Source: an optimization exercise on an open RTL-to-GDS flow (aim: small area). Production flows keep margins and buffers that such runs may drop. In this exercise RTL edits were held to simulation tests only and were not proved equivalent to the original. Power and IR drop assume default switching activity.

==> build 17: inputs <==
==> flow/design.v <==
package tpu_mac_pkg;
  localparam int BYTE_W     = 8;
  localparam int WORD_BYTES = 8;
  localparam int ELEM_W     = 16;
  localparam int WORD_W     = 64;
  localparam int CNT_W      = $clog2(WORD_BYTES);
  function automatic logic [ELEM_W-1:0] get_elem(input logic [WORD_W-1:0] word,
                                                 input int unsigned r,
                                                 input int unsigned c);
    get_elem = word[ELEM_W*(2*r+c) +: ELEM_W];
  endfunction
endpackage
module byte_word_assembler
(
  input  logic        clk,
  input  logic [7:0]  datos_in,
  input  logic        wr_strobe,
  input  logic [2:0]  byte_cnt,
  output logic [55:0] stg
);
  always_ff @(posedge clk) begin
    for (int i = 0; i < 7; i++) begin
      if (wr_strobe && byte_cnt == 3'(i))
        stg[8*i +: 8] <= datos_in;
    end
  end
endmodule
module tpu_mac_core
(
  input  logic              clk,
  input  logic              rst,
  input  logic [tpu_mac_pkg::BYTE_W-1:0] datos_in,
  input  logic              ena_write,
  input  logic              enable_accu,
  input  logic              clear,
  output logic [tpu_mac_pkg::WORD_W-1:0] matrix_a,
  output logic [tpu_mac_pkg::WORD_W-1:0] matrix_b,
  output logic [tpu_mac_pkg::WORD_W-1:0] product,
  output logic [tpu_mac_pkg::WORD_W-1:0] acc_out,
  output logic              word_done,
  output logic              a_loaded
);
  logic wr_d, acc_d, beta;
  logic wr_strobe, acc_strobe;
  logic [2:0] byte_cnt, j;
  logic [55:0] stg;
  assign wr_strobe  = ena_write & ~wr_d;
  assign acc_strobe = enable_accu & ~acc_d;
  always_ff @(posedge clk) begin
    if (!rst) begin
      wr_d     <= 1'b0;
      acc_d    <= 1'b0;
      beta     <= 1'b0;
      byte_cnt <= '0;
    end else begin
      wr_d     <= ena_write;
      acc_d    <= enable_accu;
      beta     <= wr_strobe;
      if (wr_strobe) byte_cnt <= byte_cnt + 1'b1;
    end
  end
  byte_word_assembler u_asm (
    .clk       (clk),
    .datos_in  (datos_in),
    .wr_strobe (wr_strobe),
    .byte_cnt  (byte_cnt),
    .stg       (stg)
  );
  assign j = byte_cnt - {2'b0, beta};
  wire last_a = wr_strobe & (byte_cnt == 3'd7);    
  wire last_b = beta & (byte_cnt == 3'd0);          
  always_ff @(posedge clk) begin
    if (!rst) begin
      matrix_b  <= '0;
      word_done <= 1'b0;
    end else begin
      word_done <= last_a;
      if (last_a) matrix_b <= {datos_in, stg};
    end
  end
  always_ff @(posedge clk) begin
    if (!rst) begin
      matrix_a <= '0;
      a_loaded <= 1'b0;
    end else if (word_done) begin
      if (!a_loaded) begin
        matrix_a <= matrix_b;
        a_loaded <= 1'b1;
      end else begin
        a_loaded <= 1'b0;
      end
    end
  end
  wire [15:0] a00 = matrix_a[15:0],  a01 = matrix_a[31:16];
  wire [15:0] a10 = matrix_a[47:32], a11 = matrix_a[63:48];
  wire [15:0] w00 = stg[15:0], w01 = stg[31:16], w10 = stg[47:32];
  wire [7:0]  s0 = stg[7:0], s1 = stg[15:8], s6 = stg[55:48];
  logic [7:0] xs;    
  always_comb begin
    case (j)
      3'd0: xs = stg[7:0];
      3'd1: xs = stg[15:8];
      3'd2: xs = stg[23:16];
      3'd3: xs = stg[31:24];
      3'd4: xs = stg[39:32];
      3'd5: xs = stg[47:40];
      3'd6: xs = stg[55:48];
      default: xs = matrix_b[63:56];
    endcase
  end
  wire [7:0] x = beta ? xs : datos_in;
  logic [15:0] lin00, lin01, lin10, lin11;
  logic [15:0] q00, q01, q10, q11;
  logic [15:0] p00, p01, p10, p11;
  logic [15:0] a0, a1, acc0, acc1;
  always_comb begin
    if (beta) begin
      a0   = j[2] ? w01 : w00;
      a1   = j[1] ? w10 : w00;
      acc0 = (j == 3'd2 || j == 3'd4) ? 16'd0 : (j == 3'd5) ? q00 : q01;
      acc1 = (j == 3'd4) ? 16'd0 : q10;
    end else begin
      a0   = j[2] ? a01 : a00;
      a1   = j[2] ? a11 : a10;
      acc0 = (!j[0] && !j[2]) ? 16'd0 : j[1] ? lin01 : lin00;
      acc1 = (!j[0] && !j[2]) ? 16'd0 : j[1] ? lin11 : lin10;
    end
  end
  wire [15:0] a0s = j[0] ? {a0[7:0], 8'h00} : a0;
  wire [15:0] a1s = j[0] ? {a1[7:0], 8'h00} : a1;
  wire [15:0] r0 = acc0 + a0s * x;
  wire [15:0] r1 = acc1 + a1s * x;
  wire [7:0]  m2a = beta ? (j[0] ? s1 : s0) : datos_in;
  wire [7:0]  m2b = beta ? (j[0] ? {s0[6:0], 1'b0} : s0) : (j[0] ? {s6[6:0], 1'b0} : datos_in);
  wire [15:0] pr2 = m2a * m2b;
  wire [15:0] acc2 = (!beta && j[0]) ? q11 : q00;
  wire [15:0] r2 = acc2 + (j[0] ? {pr2[7:0], 8'h00} : pr2);
  always_ff @(posedge clk) begin
    if (wr_strobe) begin
      if (!byte_cnt[1]) begin
        lin00 <= r0;
        lin10 <= r1;
      end else begin
        lin01 <= r0;
        lin11 <= r1;
      end
      if (byte_cnt[2] && byte_cnt[1]) q11 <= r2;
    end
    if (beta) begin
      if (j[2] && !j[1]) q00 <= r0;
      else if (j[1]) q01 <= r0;
      if (j[2]) q10 <= r1;
      if (j == 3'd6) q00 <= r2;
    end
  end
  always_ff @(posedge clk) begin
    if (!rst) begin
      p00 <= '0;
      p01 <= '0;
      p10 <= '0;
      p11 <= '0;
    end else if (last_a) begin
      p00 <= lin00;
      p01 <= r0;
      p10 <= lin10;
      p11 <= r1;
    end else if (last_b && !a_loaded) begin
      p00 <= r2;
      p01 <= r0;
      p10 <= r1;
      p11 <= q11;
    end
  end
  assign product = {p11, p10, p01, p00};
  always_ff @(posedge clk) begin
    if (!rst) begin
      acc_out <= '0;
    end else if (clear) begin
      acc_out <= '0;
    end else if (acc_strobe) begin
      for (int e = 0; e < 4; e++)
        acc_out[16*e +: 16] <= acc_out[16*e +: 16] + product[16*e +: 16];
    end
  end
endmodule
==> flow/run.sh <==
#!/bin/bash
# synth_recipe.tcl (not shown) runs the flow's synth.tcl, then flattens the netlist and writes it again
# the make line also repeats each setting of config.mk as NAME=value (left out here)
make -C /OpenROAD-flow-scripts/flow DESIGN_CONFIG=/design/flow/config.mk WORK_HOME=/design/flow/orfs CLKGATE_MAP_FILE= SYNTH_SCRIPT=/design/flow/synth_recipe.tcl finish
==> flow/config.mk <==
export PLATFORM = sky130hd
export DESIGN_NAME = tpu_mac_core
export DESIGN_NICKNAME = tpu_mac_core
export VERILOG_FILES = /design/flow/design.v
export SDC_FILE = /design/flow/constraint.sdc
export NUM_CORES = 4
export LEC_CHECK = 0
export CAP_MARGIN = 20
export CORE_MARGIN = 2
export CORE_UTILIZATION = 40
export SLEW_MARGIN = 20
==> flow/constraint.sdc <==
create_clock -name core_clock -period 9.2 [get_ports {clk}]
set_input_delay 1.8400 -clock core_clock [delete_from_list [all_inputs] [get_ports {clk}]]
set_output_delay 1.8400 -clock core_clock [all_outputs]
set_load 0.01 [all_outputs]
==> inputs of trial 39, as changes to build 17 <==
==> flow/design.v (replaced) <==
package tpu_mac_pkg;
  localparam int BYTE_W     = 8;
  localparam int WORD_BYTES = 8;
  localparam int ELEM_W     = 16;
  localparam int WORD_W     = 64;
  localparam int CNT_W      = $clog2(WORD_BYTES);
  function automatic logic [ELEM_W-1:0] get_elem(input logic [WORD_W-1:0] word,
                                                 input int unsigned r,
                                                 input int unsigned c);
    get_elem = word[ELEM_W*(2*r+c) +: ELEM_W];
  endfunction
endpackage
module byte_word_assembler
(
  input  logic              clk,
  input  logic              rst,
  input  logic [tpu_mac_pkg::BYTE_W-1:0] datos_in,
  input  logic              wr_strobe,
  output logic [tpu_mac_pkg::WORD_W-1:0] matrix_b,
  output logic              word_done
);
  logic [tpu_mac_pkg::CNT_W-1:0]  byte_cnt;
  logic [tpu_mac_pkg::WORD_W-1:0] asm_word;
  logic [tpu_mac_pkg::WORD_W-1:0] asm_next;
  always_comb begin
    asm_next = asm_word;
    asm_next[tpu_mac_pkg::BYTE_W*byte_cnt +: tpu_mac_pkg::BYTE_W] = datos_in;
  end
  always_ff @(posedge clk) begin
    if (!rst) begin
      byte_cnt  <= '0;
      asm_word  <= '0;
      matrix_b  <= '0;
      word_done <= 1'b0;
    end else begin
      word_done <= 1'b0;
      if (wr_strobe) begin
        asm_word <= asm_next;
        byte_cnt <= byte_cnt + 1'b1;
        if (byte_cnt == tpu_mac_pkg::CNT_W'(tpu_mac_pkg::WORD_BYTES - 1)) begin
          matrix_b  <= asm_next;
          word_done <= 1'b1;
        end
      end
    end
  end
endmodule
module tpu_mac_core
(
  input  logic              clk,
  input  logic              rst,
  input  logic [tpu_mac_pkg::BYTE_W-1:0] datos_in,
  input  logic              ena_write,
  input  logic              enable_accu,
  input  logic              clear,
  output logic [tpu_mac_pkg::WORD_W-1:0] matrix_a,
  output logic [tpu_mac_pkg::WORD_W-1:0] matrix_b,
  output logic [tpu_mac_pkg::WORD_W-1:0] product,
  output logic [tpu_mac_pkg::WORD_W-1:0] acc_out,
  output logic              word_done,
  output logic              a_loaded
);
  function automatic logic [tpu_mac_pkg::ELEM_W-1:0] mac_elem(input logic [tpu_mac_pkg::ELEM_W-1:0] a0,
                                                 input logic [tpu_mac_pkg::ELEM_W-1:0] b0,
                                                 input logic [tpu_mac_pkg::ELEM_W-1:0] a1,
                                                 input logic [tpu_mac_pkg::ELEM_W-1:0] b1);
    mac_elem = a0 * b0 + a1 * b1;
  endfunction
  function automatic logic [tpu_mac_pkg::ELEM_W-1:0] wrap_add(input logic [tpu_mac_pkg::ELEM_W-1:0] x,
                                                 input logic [tpu_mac_pkg::ELEM_W-1:0] y);
    wrap_add = x + y;
  endfunction
  logic wr_d;
  logic acc_d;
  logic wr_strobe;
  logic acc_strobe;
  assign wr_strobe  = ena_write & ~wr_d;
  assign acc_strobe = enable_accu & ~acc_d;
  always_ff @(posedge clk) begin
    if (!rst) begin
      wr_d  <= 1'b0;
      acc_d <= 1'b0;
    end else begin
      wr_d  <= ena_write;
      acc_d <= enable_accu;
    end
  end
  byte_word_assembler u_asm (
    .clk       (clk),
    .rst       (rst),
    .datos_in  (datos_in),
    .wr_strobe (wr_strobe),
    .matrix_b  (matrix_b),
    .word_done (word_done)
  );
  always_ff @(posedge clk) begin
    if (!rst) begin
      matrix_a <= '0;
      a_loaded <= 1'b0;
    end else if (word_done) begin
      if (!a_loaded) begin
        matrix_a <= matrix_b;
        a_loaded <= 1'b1;
      end else begin
        a_loaded <= 1'b0;
      end
    end
  end
  always_comb begin
    product = '0;
    for (int unsigned r = 0; r < 2; r++) begin
      for (int unsigned c = 0; c < 2; c++) begin
        product[tpu_mac_pkg::ELEM_W*(2*r+c) +: tpu_mac_pkg::ELEM_W] = mac_elem(tpu_mac_pkg::get_elem(matrix_a, r, 0),
                                                     tpu_mac_pkg::get_elem(matrix_b, 0, c),
                                                     tpu_mac_pkg::get_elem(matrix_a, r, 1),
                                                     tpu_mac_pkg::get_elem(matrix_b, 1, c));
      end
    end
  end
  always_ff @(posedge clk) begin
    if (!rst) begin
      acc_out <= '0;
    end else if (clear) begin
      acc_out <= '0;
    end else if (acc_strobe) begin
      for (int unsigned e = 0; e < 4; e++) begin
        acc_out[tpu_mac_pkg::ELEM_W*e +: tpu_mac_pkg::ELEM_W] <= wrap_add(acc_out[tpu_mac_pkg::ELEM_W*e +: tpu_mac_pkg::ELEM_W],
                                                product[tpu_mac_pkg::ELEM_W*e +: tpu_mac_pkg::ELEM_W]);
      end
    end
  end
endmodule
==> notes <==
- Final area: build 17 is lower than trial 39 (32%).
- Build 17 produced a clean layout. Trial 39 produced a clean layout.
- In build 17 the final cell count is smaller than in trial 39, by about 34%.
- Worst hold slack: build 17 is lower than trial 39 (0.033 ns).
- Clock skew: trial 39 is higher than build 17 (0.014 ns).
- Against trial 39, the wire length of build 17 is lower by 34%.
- Between trial 39 and build 17, the lower critical path depth is in trial 39 (gap 4).
==> figures <==
Slew at the pin closest to its max-slew limit: trial 39 1.15 ns; build 17 1.05 ns
Highest net fanout along the worst path: trial 39 7; build 17 20
Clock Buffer Count: trial 39 52; build 17 69
Post-placement cell area: trial 39 50300 µm²; build 17 34200 µm²
Met2 routed WL: trial 39 70600 µm; build 17 46700 µm
Gate count after technology mapping: trial 39 5095; build 17 3322
Die Wd: trial 39 338 µm; build 17 279 µm
Static power due to leakage: trial 39 25.9 nW; build 17 14.8 nW
Result of the run: trial 39 finished clean; build 17 finished clean
Minimum period implied by the final worst setup slack: trial 39 9.03 ns; build 17 8.25 ns
Number of placed cells counting well taps: trial 39 6798; build 17 4472
Endpoint of the worst hold path: trial 39 acc_out[55]$_SDFFE_PP0P_; build 17 beta$_SDFF_PN0_
Register share of the cell area: trial 39 10.2%; build 17 30.3%
Weighted congestion at the end of routability-driven global placement: trial 39 0.896; build 17 0.943

-- separate check: timing with driven ports --
In the flow no input, the clock included, has a driving cell. The finished layouts below were timed again as built, in two steps.
Step 1 assumes that a clkbuf_16 drives the clock port and a buf_2 every other input.
Step 2 moves the port delays by t, midway between the first and last clock arrival at a register: inputs arrive t later, outputs are due t later. That takes back most of the time a late clock gives input paths.
a / b / c = no drivers / after step 1 / after step 2; a / b = the first two.
| run | shift t [ns] | setup WS [ns] | worst setup path at the end | clock arrival spread, ns | cell pins on the clock port's net |
|---|---|---|---|---|---|
| build 17 | 0.657 | 0.947 / 0.947 / 0.361 | input to register | 0.038 / 0.038 | 1 |
| trial 39 | 0.683 | 0.167 / 0.091 / 0.775 | register to output | 0.055 / 0.055 | 1 |
After both steps setup and hold are still met in every run listed. For build 17, which loses most, drivers alone change the setup slack by 0.000 ns; drivers and shift together by -0.586 ns.
